What follows belongs to an exercise in optimizing a design on an open flow for small area, a short achievable clock period and few clock cycles; a production flow would make more cautious choices.
No functional check of the RTL was part of any run shown here.

<file path="design/flow/config.mk">
export PLATFORM = sky130hd
export DESIGN_NAME = triangle_raster_ctrl
export DESIGN_NICKNAME = triangle_raster_ctrl
export VERILOG_FILES = /design/flow/design.v
export SDC_FILE = /design/flow/constraint.sdc
export NUM_CORES = 4
export LEC_CHECK = 0
export CAP_MARGIN = 20
export CORE_MARGIN = 2
export CORE_UTILIZATION = 40
export SLEW_MARGIN = 20
</file>
<file path="design/flow/constraint.sdc">
create_clock -name core_clock -period 10.0 [get_ports {clk}]
set_input_delay 2.0000 -clock core_clock [delete_from_list [all_inputs] [get_ports {clk}]]
set_output_delay 2.0000 -clock core_clock [all_outputs]
set_load 0.01 [all_outputs]
</file>
<file path="design/flow/design.v">
module triangle_raster_ctrl #(
  parameter int unsigned COORD_W   = 12,
  parameter bit          INCLUSIVE = 1'b1
) (
  input  logic               clk,
  input  logic               rst,
  input  logic               start,
  input  logic [COORD_W-1:0] p1x,
  input  logic [COORD_W-1:0] p1y,
  input  logic [COORD_W-1:0] p2x,
  input  logic [COORD_W-1:0] p2y,
  input  logic [COORD_W-1:0] p3x,
  input  logic [COORD_W-1:0] p3y,
  output logic               busy,
  output logic               out_valid,
  input  logic               out_ready,
  output logic [COORD_W-1:0] out_x,
  output logic [COORD_W-1:0] out_y,
  output logic               done
);
  localparam int DW = 13;   
  localparam int EW = 26;   
  typedef logic [11:0]   coord_t;
  typedef logic [DW-1:0] diff_t;
  typedef logic [EW-1:0] edge_t;
  typedef enum logic [2:0] {
    StIdle,
    StSetup,
    StMul0,
    StMul,
    StFin,
    StSearch,
    StEmit,
    StNext
  } state_t;
  state_t       st_q;
  logic         done_q;
  diff_t  [2:0] dx_q, dy_q;
  edge_t  [2:0] e_q, r_q;
  coord_t       x_q, y_q, xs_q, ymax_q;
  logic   [3:0] cnt_q;
  logic   [1:0] tv_q;
  logic         flat_q;
  logic   [2:0] flt_q;
  logic         left_q;    
  logic         first_q;   
  function automatic edge_t sx(input diff_t d);
    sx = {{(EW-DW){d[DW-1]}}, d};
  endfunction
  function automatic edge_t padd(input edge_t a, input edge_t b, input logic ci,
                                 input logic split);
    edge_t g, p, gg, pp, gn, pn;
    g = a & b;
    p = a ^ b;
    gg = g;
    gg[0] = g[0] | (p[0] & ci);
    gg[DW-1] = gg[DW-1] | split;
    pp = p;
    for (int d = 1; d < EW; d = d * 2) begin
      gn = gg;
      pn = pp;
      for (int i = d; i < EW; i++) begin
        gn[i] = gg[i] | (pp[i] & gg[i-d]);
        pn[i] = pp[i] & pp[i-d];
      end
      gg = gn;
      pp = pn;
    end
    padd = p ^ {gg[EW-2:0], ci};
  endfunction
  logic [2:0] inc, dec;
  always_comb begin
    for (int k = 0; k < 3; k++) begin
      dec[k] = dy_q[k][DW-1];
      inc[k] = ~dec[k] & ~flt_q[k];
    end
  end
  function automatic logic [3:0] classify(input logic [2:0] neg, input logic [2:0] inc_i,
                                          input logic [2:0] dec_i, input logic [2:0] flt_i);
    logic ln, rn, zn;
    ln = |(neg & inc_i);
    rn = |(neg & dec_i);
    zn = |(neg & flt_i);
    classify = {~|neg, ln & ~rn & ~zn, rn & ~ln & ~zn, zn | (ln & rn)};
  endfunction
  edge_t [2:0] add_a, add_b, sum;
  logic  [2:0] cin;
  logic        split;
  logic [2:0]  cur_neg, nb_neg;
  logic [3:0]  cur_cls, nb_cls;
  logic        c_c, c_l, c_r, c_e, n_c, n_l, n_r;
  assign cur_neg = {e_q[2][EW-1], e_q[1][EW-1], e_q[0][EW-1]};
  assign cur_cls = classify(cur_neg, inc, dec, flt_q);
  assign {c_c, c_l, c_r, c_e} = cur_cls;
  logic bit0, bit1;
  assign bit0 = dx_q[0][cnt_q];
  assign bit1 = dx_q[1][cnt_q];
  always_comb begin
    split = 1'b0;
    for (int k = 0; k < 3; k++) begin
      add_a[k] = e_q[k];
      add_b[k] = sx(dy_q[k]);
      cin[k]   = 1'b0;
    end
    case (st_q)
      StSetup: begin
        split = 1'b1;
        for (int k = 0; k < 3; k++) begin
          add_b[k] = ~e_q[(k+1)%3];
          cin[k]   = 1'b1;
        end
      end
      StMul0: begin
        add_a[0] = '0;
        add_a[1] = '0;
        add_b[0] = dx_q[0][DW-1] ? ~sx(dy_q[1]) : '0;
        add_b[1] = dx_q[1][DW-1] ? sx(dy_q[0]) : '0;
        cin[0]   = dx_q[0][DW-1];
      end
      StMul: begin
        add_a[0] = {e_q[0][EW-2:0], 1'b0};
        add_a[1] = {e_q[1][EW-2:0], 1'b0};
        add_b[0] = bit0 ? sx(dy_q[1]) : '0;
        add_b[1] = bit1 ? ~sx(dy_q[0]) : '1;
        cin[1]   = 1'b1;
      end
      StFin: begin
        add_b[1] = e_q[0];
      end
      StSearch: begin
        for (int k = 0; k < 3; k++) begin
          add_b[k] = left_q ? ~sx(dy_q[k]) : sx(dy_q[k]);
          cin[k]   = left_q;
        end
      end
      StNext: begin
        for (int k = 0; k < 3; k++) begin
          add_a[k] = r_q[k];
          add_b[k] = ~sx(dx_q[k]);
          cin[k]   = 1'b1;
        end
      end
      default: ;
    endcase
  end
  always_comb begin
    for (int k = 0; k < 3; k++) sum[k] = padd(add_a[k], add_b[k], cin[k], split);
  end
  assign nb_neg = {sum[2][EW-1], sum[1][EW-1], sum[0][EW-1]};
  assign nb_cls = classify(nb_neg, inc, dec, flt_q);
  assign n_c    = nb_cls[3];
  assign n_l    = nb_cls[2];
  assign n_r    = nb_cls[1];
  logic   ax, bx, cx, ay, by, cy;
  logic   flat;
  coord_t vx0, vx1, vx2, vy0, vy1, vy2;
  coord_t xmin_s, xmax_s, ymin_s, ymax_s, xtop_s;
  logic [1:0] top_s;
  assign vx0 = e_q[0][EW-2 -: 12];
  assign vx1 = e_q[1][EW-2 -: 12];
  assign vx2 = e_q[2][EW-2 -: 12];
  assign vy0 = e_q[0][11:0];
  assign vy1 = e_q[1][11:0];
  assign vy2 = e_q[2][11:0];
  assign ax  = sum[0][EW-1];
  assign bx  = sum[1][EW-1];
  assign cx  = sum[2][EW-1];
  assign ay  = sum[0][DW-1];
  assign by  = sum[1][DW-1];
  assign cy  = sum[2][DW-1];
  assign flat = ~ay & ~by & ~cy;
  always_comb begin
    xmin_s = vx0;
    if (bx & ~ax) xmin_s = vx1;
    else if (cx & ~bx) xmin_s = vx2;
    xmax_s = vx0;
    if (ax & ~bx) xmax_s = vx1;
    else if (bx & ~cx) xmax_s = vx2;
    ymin_s = vy0;
    top_s  = 2'd0;
    xtop_s = vx0;
    if (by & ~ay) begin
      ymin_s = vy1;
      top_s  = 2'd1;
      xtop_s = vx1;
    end else if (cy & ~by) begin
      ymin_s = vy2;
      top_s  = 2'd2;
      xtop_s = vx2;
    end
    ymax_s = vy0;
    if (ay & ~by) ymax_s = vy1;
    else if (by & ~cy) ymax_s = vy2;
  end
  logic [3:0] nstart;
  always_comb begin
    nstart = 4'd0;
    for (int i = 0; i < DW - 1; i++) begin
      if ((dx_q[0][i] != dx_q[0][DW-1]) || (dx_q[1][i] != dx_q[1][DW-1])) nstart = i[3:0] + 4'd1;
    end
  end
  logic x_end, last_row;
  assign x_end    = flat_q && (x_q == dx_q[0][11:0]);
  assign last_row = (y_q == ymax_q);
  always_ff @(posedge clk) begin
    if (rst) begin
      st_q   <= StIdle;
      done_q <= 1'b0;
    end else begin
      done_q <= 1'b0;
      case (st_q)
        StIdle:  if (start && !done_q) st_q <= StSetup;
        StSetup: st_q <= StMul0;
        StMul0:  st_q <= (nstart == 4'd0) ? StFin : StMul;
        StMul:   if (cnt_q == 4'd0) st_q <= StFin;
        StFin: begin
          if (sum[1][EW-1] && !flat_q) begin
            st_q   <= StIdle;
            done_q <= 1'b1;
          end else begin
            st_q <= StSearch;
          end
        end
        StSearch: begin
          if (c_c ? !n_c : (c_l && n_c)) begin
            st_q <= StEmit;
          end else if (c_e || !(n_c || (c_l ? n_l : n_r))) begin
            if (last_row) begin
              st_q   <= StIdle;
              done_q <= 1'b1;
            end else st_q <= StNext;
          end
        end
        StEmit: begin
          if (out_ready && !(n_c && !x_end)) begin
            if (last_row) begin
              st_q   <= StIdle;
              done_q <= 1'b1;
            end else begin
              st_q <= StNext;
            end
          end
        end
        StNext:  st_q <= StSearch;
        default: st_q <= StIdle;
      endcase
    end
  end
  always_ff @(posedge clk) begin
    first_q <= 1'b0;
    left_q  <= ~n_l;
    case (st_q)
      StIdle: begin
        e_q[0] <= {1'b0, p1x, 1'b0, p1y};
        e_q[1] <= {1'b0, p2x, 1'b0, p2y};
        e_q[2] <= {1'b0, p3x, 1'b0, p3y};
      end
      StSetup: begin
        for (int k = 0; k < 3; k++) begin
          dx_q[k] <= sum[k][EW-1:DW];
          dy_q[k] <= sum[k][DW-1:0];
        end
        if (flat) begin
          dx_q[0] <= {1'b0, xmax_s};
          dy_q[0] <= 13'd1;
        end
        x_q    <= flat ? xmin_s : xtop_s;
        y_q    <= ymin_s;
        ymax_q <= ymax_s;
        tv_q   <= top_s;
        flat_q <= flat;
      end
      StMul0: begin
        e_q[0] <= sum[0];
        e_q[1] <= sum[1];
        cnt_q  <= nstart - 4'd1;
        for (int k = 0; k < 3; k++) flt_q[k] <= (dy_q[k] == '0);
      end
      StMul: begin
        e_q[0] <= sum[0];
        e_q[1] <= sum[1];
        cnt_q  <= cnt_q - 4'd1;
      end
      StFin: begin
        e_q[0] <= (tv_q == 2'd2 && !flat_q) ? sum[1] : '0;
        e_q[1] <= (tv_q == 2'd0 && !flat_q) ? sum[1] : '0;
        e_q[2] <= (tv_q == 2'd1 && !flat_q) ? sum[1] : '0;
        left_q <= 1'b1;
      end
      StSearch: begin
        if (c_c ? n_c : 1'b1) begin
          e_q <= sum;
          x_q <= left_q ? x_q - 12'd1 : x_q + 12'd1;
        end
        first_q <= c_c ? !n_c : (c_l && n_c);
      end
      StEmit: begin
        if (first_q) begin
          r_q  <= e_q;
          xs_q <= x_q;
        end
        if (out_ready) begin
          e_q <= sum;
          x_q <= x_q + 12'd1;
        end
      end
      StNext: begin
        e_q <= sum;
        r_q <= sum;
        x_q <= xs_q;
        y_q <= y_q + 12'd1;
      end
      default: ;
    endcase
  end
  assign busy      = (st_q != StIdle) || done_q;
  assign out_valid = (st_q == StEmit);
  assign done      = done_q;
  assign out_x     = x_q;
  assign out_y     = y_q;
endmodule
</file>
<file path="design/flow/run.sh">
#!/bin/bash
# synth_recipe.tcl (not shown) runs the flow's synth.tcl, then flattens the netlist and writes it again
# the make line also repeats each setting of config.mk as NAME=value (left out here)
make -C /OpenROAD-flow-scripts/flow DESIGN_CONFIG=/design/flow/config.mk WORK_HOME=/design/flow/orfs CLKGATE_MAP_FILE= SYNTH_SCRIPT=/design/flow/synth_recipe.tcl finish
</file>
==> results of run 1 <==
## kinds of logic (layout without fill, tap and decap cells)
family / Yosys count / count (layout) / share of synthesized area [%]
DFF: 298 / 298 / 39.6
muxes: 32 / 32 / 1.97
AOI/OAI and AO/OA: 892 / 892 / 26.1
buffers and inverters: 271 / 317 / 4.68
adders and majority gates: 82 / 82 / 4.77
xor gates and xnor gates: 171 / 171 / 6.78
and+or+nand+nor: 849 / 849 / 16.2
## path summary, 6_finish.rpt
check                              from  cells after the start      end
worst min-delay path            e_q[38]                      2  r_q[38]
worst min register to register  e_q[38]                      2  r_q[38]
worst max-delay path            st_q[0]                     19  dx_q[9]
worst max register to register  st_q[0]                     19  dx_q[9]
## state kept, by name, indices dropped and copies added, names as in the netlist
name / count
dx_q: 39
e_q: 78
cnt_q: 4
flat_q: 1
dy_q: 39
x_q: 12
xs_q: 12
r_q: 78
flt_q: 3
first_q: 1
st_q: 3
left_q: 1
ymax_q: 12
y_q: 12
tv_q: 2
done_q: 1
## per-stage QoR
step	cells	hold slack [ns]	instance area, um^2	setup WS, ns	utilization, %
finish	3389	0.554	25500	2.30	46.2
global route	3389	0.596	25500	1.79	46.2
CTS	3389	0.553	25500	2.55	46.1
detailed placement	3321	0.548	24200	2.59	43.8
global placement	3321	0.537	24200	2.75	43.8
floorplan	2595	0.504	22500	1.13	-
## area by class of cell
type	instances	area share, %
flip-flops and latches	298	34.9
clock inverters	19	0.931
well taps	748	3.67
inverters	96	1.43
multi-input cells	2026	49.5
clock buffers	49	4.14
repair buffers	153	5.50
## cell usage after synthesis (all sizes together), types with 12 or more instances
cell type	n	area (um^2)
buf	45	200
nor2b	21	131
and3	20	125
ha	76	951
o21bai	14	105
o22ai	33	206
mux2i	16	160
o21a	24	180
a22oi	38	285
xor2	72	631
inv	94	355
nand2b	18	113
a31oi	27	169
a21oi	249	1250
a221o	26	260
nand3	48	240
a211oi	39	293
nor2	246	928
a22o	40	350
nand2	404	1520
nor3	29	150
a21o	36	270
edfxtp	292	8770
xnor2	99	893
nor4	12	75.1
o22a	12	105
clkbuf	130	488
nand4	12	75.1
o221ai	64	561
o211ai	15	113
o21ai	200	1010
## routing by layer
layer / global-route usage [%] / vias to the layer above / part of all wire, %
li1: - / 9650 / -
met1: 47.7 / 10771 / 41
met2: 51.3 / 1444 / 42
met3: 9.30 / 255 / 12
met4: 11.7 / 8 / 3.9
met5: 0 / - / 0.048
## worst max-delay path, cell delays in order (launching register included)
cell and delay, ns:
sky130_fd_sc_hd__dfxtp_4 0.78, sky130_fd_sc_hd__clkinv_1 0.71, sky130_fd_sc_hd__nor2_1 0.90, sky130_fd_sc_hd__nand2_1 0.62, sky130_fd_sc_hd__nor2_1 0.21, sky130_fd_sc_hd__a21oi_1 0.06
sky130_fd_sc_hd__o221ai_1 0.13, sky130_fd_sc_hd__ha_1 0.31, sky130_fd_sc_hd__a211oi_1 0.22, sky130_fd_sc_hd__o21ai_1 0.19, sky130_fd_sc_hd__a2111oi_0 0.86, sky130_fd_sc_hd__or4_1 0.25
sky130_fd_sc_hd__nand2_1 0.10, sky130_fd_sc_hd__a21o_1 0.27, sky130_fd_sc_hd__nor2_1 0.41, sky130_fd_sc_hd__inv_1 0.18, sky130_fd_sc_hd__nor2_2 0.58, sky130_fd_sc_hd__nor2_1 0.25
sky130_fd_sc_hd__a211oi_1 0.32, sky130_fd_sc_hd__a21oi_1 0.06
==> results.txt, run 1 <==
unrepaired setup endpoints after global routing=no; TritonRoute pass-1 iters=6; overall fraction of global-route tracks in use=34.3%; fraction of layout cells with a size suffix above 1=6.10%; clock tree root buffer cell=sky130_fd_sc_hd__clkbuf_16; initial drt markers=3432; detailed-route wire length per cell=29.7 um; maximum root-to-sink buffer count=3; Antenna Violating Nets Remaining=0; drt total wl=101000 um; number of antenna violations at the first check in global routing=5; post-CTS clock slew at the launch and capture registers of the worst setup and hold paths=0.06 ns; minimum period implied by the final worst setup slack=7.70 ns; crit path capture type=register; Filler Cells Inserted=5423; Initial Utilization=40.6%; result of the run=complete, no violations; postcts setup bufs=0; total of max-cap violations=0; Final Hold Fails=0; Worst slew margin=11.6%; Slew Viols, Final=0; clock tree from TritonCTS=built; most frequent cells in the layout=sky130_fd_sc_hd__nand2_1 (402), sky130_fd_sc_hd__edfxtp_1 (292), sky130_fd_sc_hd__a21oi_1 (247), sky130_fd_sc_hd__nor2_1 (242), sky130_fd_sc_hd__o21ai_0 (195); clock insertion delay at the later pin of the skew report=0.58 ns; vias in the first global route=20515; number of port buffers=102; type of the tightest min-delay check=register to register; DR DRC count=0; crit share post-route=77.0%; width of the die=around 240 um; flop-to-flop setup slack=2.30 ns; commonest non-fill, non-tap cell in the layout=sky130_fd_sc_hd__nand2_1; row count=86; number of enable-type register cells in the synthesized netlist=roughly 300; Cell variety after synth=85; total CTS buffers=38; number of buffers added to fix hold violations after cts=0; proportion of synthesized chip area in sequential cells=39.6%; H-tree level count=2; area taken by multi-input logic gates=12600 um^2; sum of negative setup slack=0 ns; Crit path required time=10.31 ns; Max Clock Freq=130 MHz; die outline height=241 um; synthesized cell area=22500 um^2; vias per cell=6.53; share of flip-flops with an asynchronous set or reset after synthesis=0%; pin count of the biggest net entering global routing=85; Post-Syn Instances=roughly 2600; Area growth syn-to-layout=13.6%; GPL Wtd Cong=1.03; post-cts resize count=0; transition time at the pin with the least slew margin=~1.3 ns; global-route wire length before repair=about 140000 um; area of the die=58100 um^2; total setup violations reported at the end of the flow=0; core area=55300 um^2; CTS Sinks=298; critical path class=register to register; register bit total from synthesis=298; CP arrival=8.01 ns; number of nets in the final layout=2771; sequential standard cell area=8900 um^2; Fin Clk Skew=0.0277 ns; routed vias=about 22000; Yosys Warn Count=1; num ports=around 100; Mapped Nets=2753; final antenna diode count=0; Final HPWL DP=approximately 74000 um; crit path launch type=register; final global-route overflow total=0; average cell area after synthesis=8.66 um^2; Max FO, Critical Path=between 50 and 60; commonest register cell after synthesis=sky130_fd_sc_hd__edfxtp_1
==> inputs of run 2 (changes only) <==
--- a/design/flow/config.mk
+++ b/design/flow/config.mk
@@ -8,4 +8,5 @@
 export CAP_MARGIN = 20
 export CORE_MARGIN = 2
 export CORE_UTILIZATION = 40
+export SETUP_SLACK_MARGIN = 5
 export SLEW_MARGIN = 20
==> results.txt, run 2 <==
hold_sp=xs_q[9]; synthesized cell area=22500 um^2; largest area contributor in the synthesized netlist=sky130_fd_sc_hd__edfxtp_1; clock tree from TritonCTS=built; H-tree level count=2; critical path class=register to register; Yosys Warn Count=1; register bit total from synthesis=298; global-route wire length before repair=about 150000 um; Mapped Nets=2753; Final Hold Fails=0; Area growth syn-to-layout=31.1%; most frequent cells in the layout=sky130_fd_sc_hd__nand2_1 (380), sky130_fd_sc_hd__edfxtp_1 (292), sky130_fd_sc_hd__nor2_1 (228), sky130_fd_sc_hd__a21oi_1 (206), sky130_fd_sc_hd__buf_4 (174); total CTS buffers=39; post-CTS clock slew at the launch and capture registers of the worst setup and hold paths=0.06 ns; CP arrival=5.91 ns; area fraction of the dominant cell type after synthesis=39.0%; row count=86; Max FO, Critical Path=14; maximum root-to-sink buffer count=3; most used cell along the critical path=sky130_fd_sc_hd__buf_6; transition time at the pin with the least slew margin=1.21 ns; crit path launch type=register; detailed-route wire length per cell=30.5 um; total of max-cap violations=0; Post-Syn Instances=2595; commonest non-fill, non-tap cell in the layout=sky130_fd_sc_hd__nand2_1; minimum hold slack=0.597 ns; total setup violations reported at the end of the flow=0; cells on worst reg2reg path=19; unrepaired setup endpoints after global routing=yes; core area=about 55000 um^2; CTS Sinks=slightly below 300; largest cells by area after synthesis=sky130_fd_sc_hd__edfxtp_1 (39%), sky130_fd_sc_hd__nand2_1 (6.7%), sky130_fd_sc_hd__a21oi_1 (5.5%), sky130_fd_sc_hd__o21ai_0 (4.4%), sky130_fd_sc_hd__ha_1 (4.2%); width of the die=between 200 and 250 um; final global-route overflow total=0; type of the tightest min-delay check=register to register; flop-to-flop setup slack=about 4.5 ns; number of buffers added to fix hold violations after cts=0; fraction of layout cells with a size suffix above 1=21.0%; clock insertion delay at the later pin of the skew report=0.60 ns; post-layout utilization of the core=53.3%; Crit-path slowest cell=sky130_fd_sc_hd__edfxtp_1; die outline height=241 um; minimum setup slack after placement=2.86 ns; num ports=between 100 and 150; number of nets in the final layout=between 2000 and 3000; result of the run=complete, no violations; Synth top cells by count=sky130_fd_sc_hd__nand2_1 (404), sky130_fd_sc_hd__edfxtp_1 (292), sky130_fd_sc_hd__a21oi_1 (248), sky130_fd_sc_hd__nor2_1 (244), sky130_fd_sc_hd__o21ai_0 (196); GPL Wtd Cong=0.983; worst path setup slack after routing=4.52 ns; worst r2r dst=done_q; TritonRoute pass-1 iters=6; Worst slew margin=18.6%; initial drt markers=around 4500; Fin Clk Skew=0.0386 ns; Antenna Violating Nets Remaining=0; DR DRC count=0; Cell variety after synth=85; area of the die=58100 um^2; overall fraction of global-route tracks in use=36.4%; sum of negative setup slack=0 ns; most common cell in the netlist=sky130_fd_sc_hd__nand2_1; routed vias=24064; worst hold path depth=2; proportion of synthesized chip area in sequential cells=39.6%; cell-by-cell trace of the critical path=mux4_2, mux2_2, nand4_1, and3_2, a21oi_1, ha_1, nand2b_1, o21bai_1, a211o_4, a21o_4, o41ai_4, buf_6, buf_6, xnor2_4, buf_6, and3_4, o41ai_2, a31oi_1, o41ai_2; Top delay family on crit path=compound AO/OA/AOI/OAI gates; average cell area after synthesis=8.66 um^2; number of port buffers=just over 100; Top Registers=e_q: 78 flops, r_q: 78 flops; startpoint of the lowest-slack register-to-register path=dx_q[14]; Final HPWL DP=around 73000 um; share of flip-flops with an asynchronous set or reset after synthesis=0%; Initial Utilization=40.6%; Buffers & Inverters on Critical Path=3; crit path capture type=register; minimum period implied by the final worst setup slack=5.48 ns; crit share post-route=54.8%; stage delay of the slowest cell on the critical path=0.54 ns; logic depth of the worst setup path including buffers=19; drt total wl=between 100000 and 150000 um; commonest register cell after synthesis=sky130_fd_sc_hd__edfxtp_1; number of enable-type register cells in the synthesized netlist=between 200 and 300; number of antenna violations at the first check in global routing=5; Max Clock Freq=182 MHz; vias in the first global route=21714; vias per cell=roughly 6.7; clock tree root buffer cell=sky130_fd_sc_hd__clkbuf_16; Crit path required time=10.43 ns; Hold Crit Endpoint=x_q[9]; pin count of the biggest net entering global routing=72; Slew Viols, Final=0
## run 2: logic make-up (layout without fill, tap and decap cells)
group                    Yosys count  count (layout)  share of synthesized area [%]
other                              0               3                              0
XOR/XNOR                         171             171                           6.78
multiplexers                      32              32                           1.97
AND/OR/NAND/NOR                  849             856                           16.2
adder cells (fa/ha/maj)           82              82                           4.77
AO/OA/AOI/OAI                    892             892                           26.1
buffers and inverters            271             531                           4.68
flip-flops                       298             298                           39.6
## run 2: per-stage QoR
| stage | std cells | area (um^2) |
|---|---|---|
| after floorplan | 2595 | 22600 |
| after global placement | 3315 | 24300 |
| after detailed placement | 3315 | 24300 |
| after CTS | 3529 | 27800 |
| after global routing | 3610 | 29500 |
| final | 3613 | 29500 |
## run 2: cell type report
type / count / area [um^2]
clock buffers: 45 / 998
inverters: 96 / 418
multi-input cells: 2033 / 14200
repair buffers: 365 / 3810
clock inverters: 23 / 168
well taps: 748 / 936
flip-flops and latches: 298 / 8900
fillers: 5038 / 25800
repair inverters: 2 / 15.0
diodes: 3 / 7.51
## run 2: how the worst max path moves through the flow
stage	slack, ns	from	to
6_report	4.52	dx_q[14]	done_q
5_1_grt	4.46	cnt_q[0]	done_q
4_1_cts	4.63	cnt_q[0]	done_q
3_5_place_dp	2.86	st_q[0]	dx_q[3]
3_3_place_gp	2.89	st_q[0]	dx_q[3]
2_1_floorplan	4.31	cnt_q[1]	e_q[0]
## run 2: timing repair
| action | CTS | global route |
|---|---|---|
| buffers inserted | 132 | 70 |
| cloned | 14 | 11 |
| pin swaps | 56 | 115 |
| endpoints found under the setup margin | 364 | 207 |
| gates resized for setup | 213 | 211 |
## run 2: tightest hold or removal path, cell delays in order (launching register included)
cell	delay [ns]
sky130_fd_sc_hd__edfxtp_1	0.35
sky130_fd_sc_hd__nand2_1	0.05
sky130_fd_sc_hd__o221ai_1	0.06
## run 2: metal layers
metal	vias up	wire, um	track usage, %
met5	-	8	0
met4	2	6550	16.1
met3	398	15600	9.97
met2	1877	45700	52.8
met1	11666	42300	50.6
li1	10121	-	-

[static timing again, ports no longer ideal]
No port has a modelled driver above. Below, the same layouts with a new extraction and two added sets of constraints.
Step 1 (the two cells are an assumption about what drives the block):
set clk [get_ports {clk}]
set_driving_cell -lib_cell sky130_fd_sc_hd__clkbuf_16 $clk
set_driving_cell -lib_cell sky130_fd_sc_hd__buf_2 [delete_from_list [all_inputs] $clk]
Step 2 also shifts input and output timing later by t, the mid clock arrival at the registers, as if the neighbouring blocks saw the same clock.
Three values: ideal ports, drivers, drivers and shift; two values: the first two.
| run | shift t [ns] | setup WS [ns] | hold slack, ns | latest minus earliest clock arrival (ns) | worst register clock-pin slew, ns |
|---|---|---|---|---|---|
| run 1 | 0.630 | 2.300 / 2.300 / 2.300 | 0.554 / 0.554 / 0.554 | 0.028 / 0.028 | 0.06 / 0.06 |
| run 2 | 0.645 | 4.518 / 4.518 / 4.518 | 0.597 / 0.597 / 0.597 | 0.039 / 0.038 | 0.07 / 0.07 |
After both steps setup and hold are still met in every run listed.
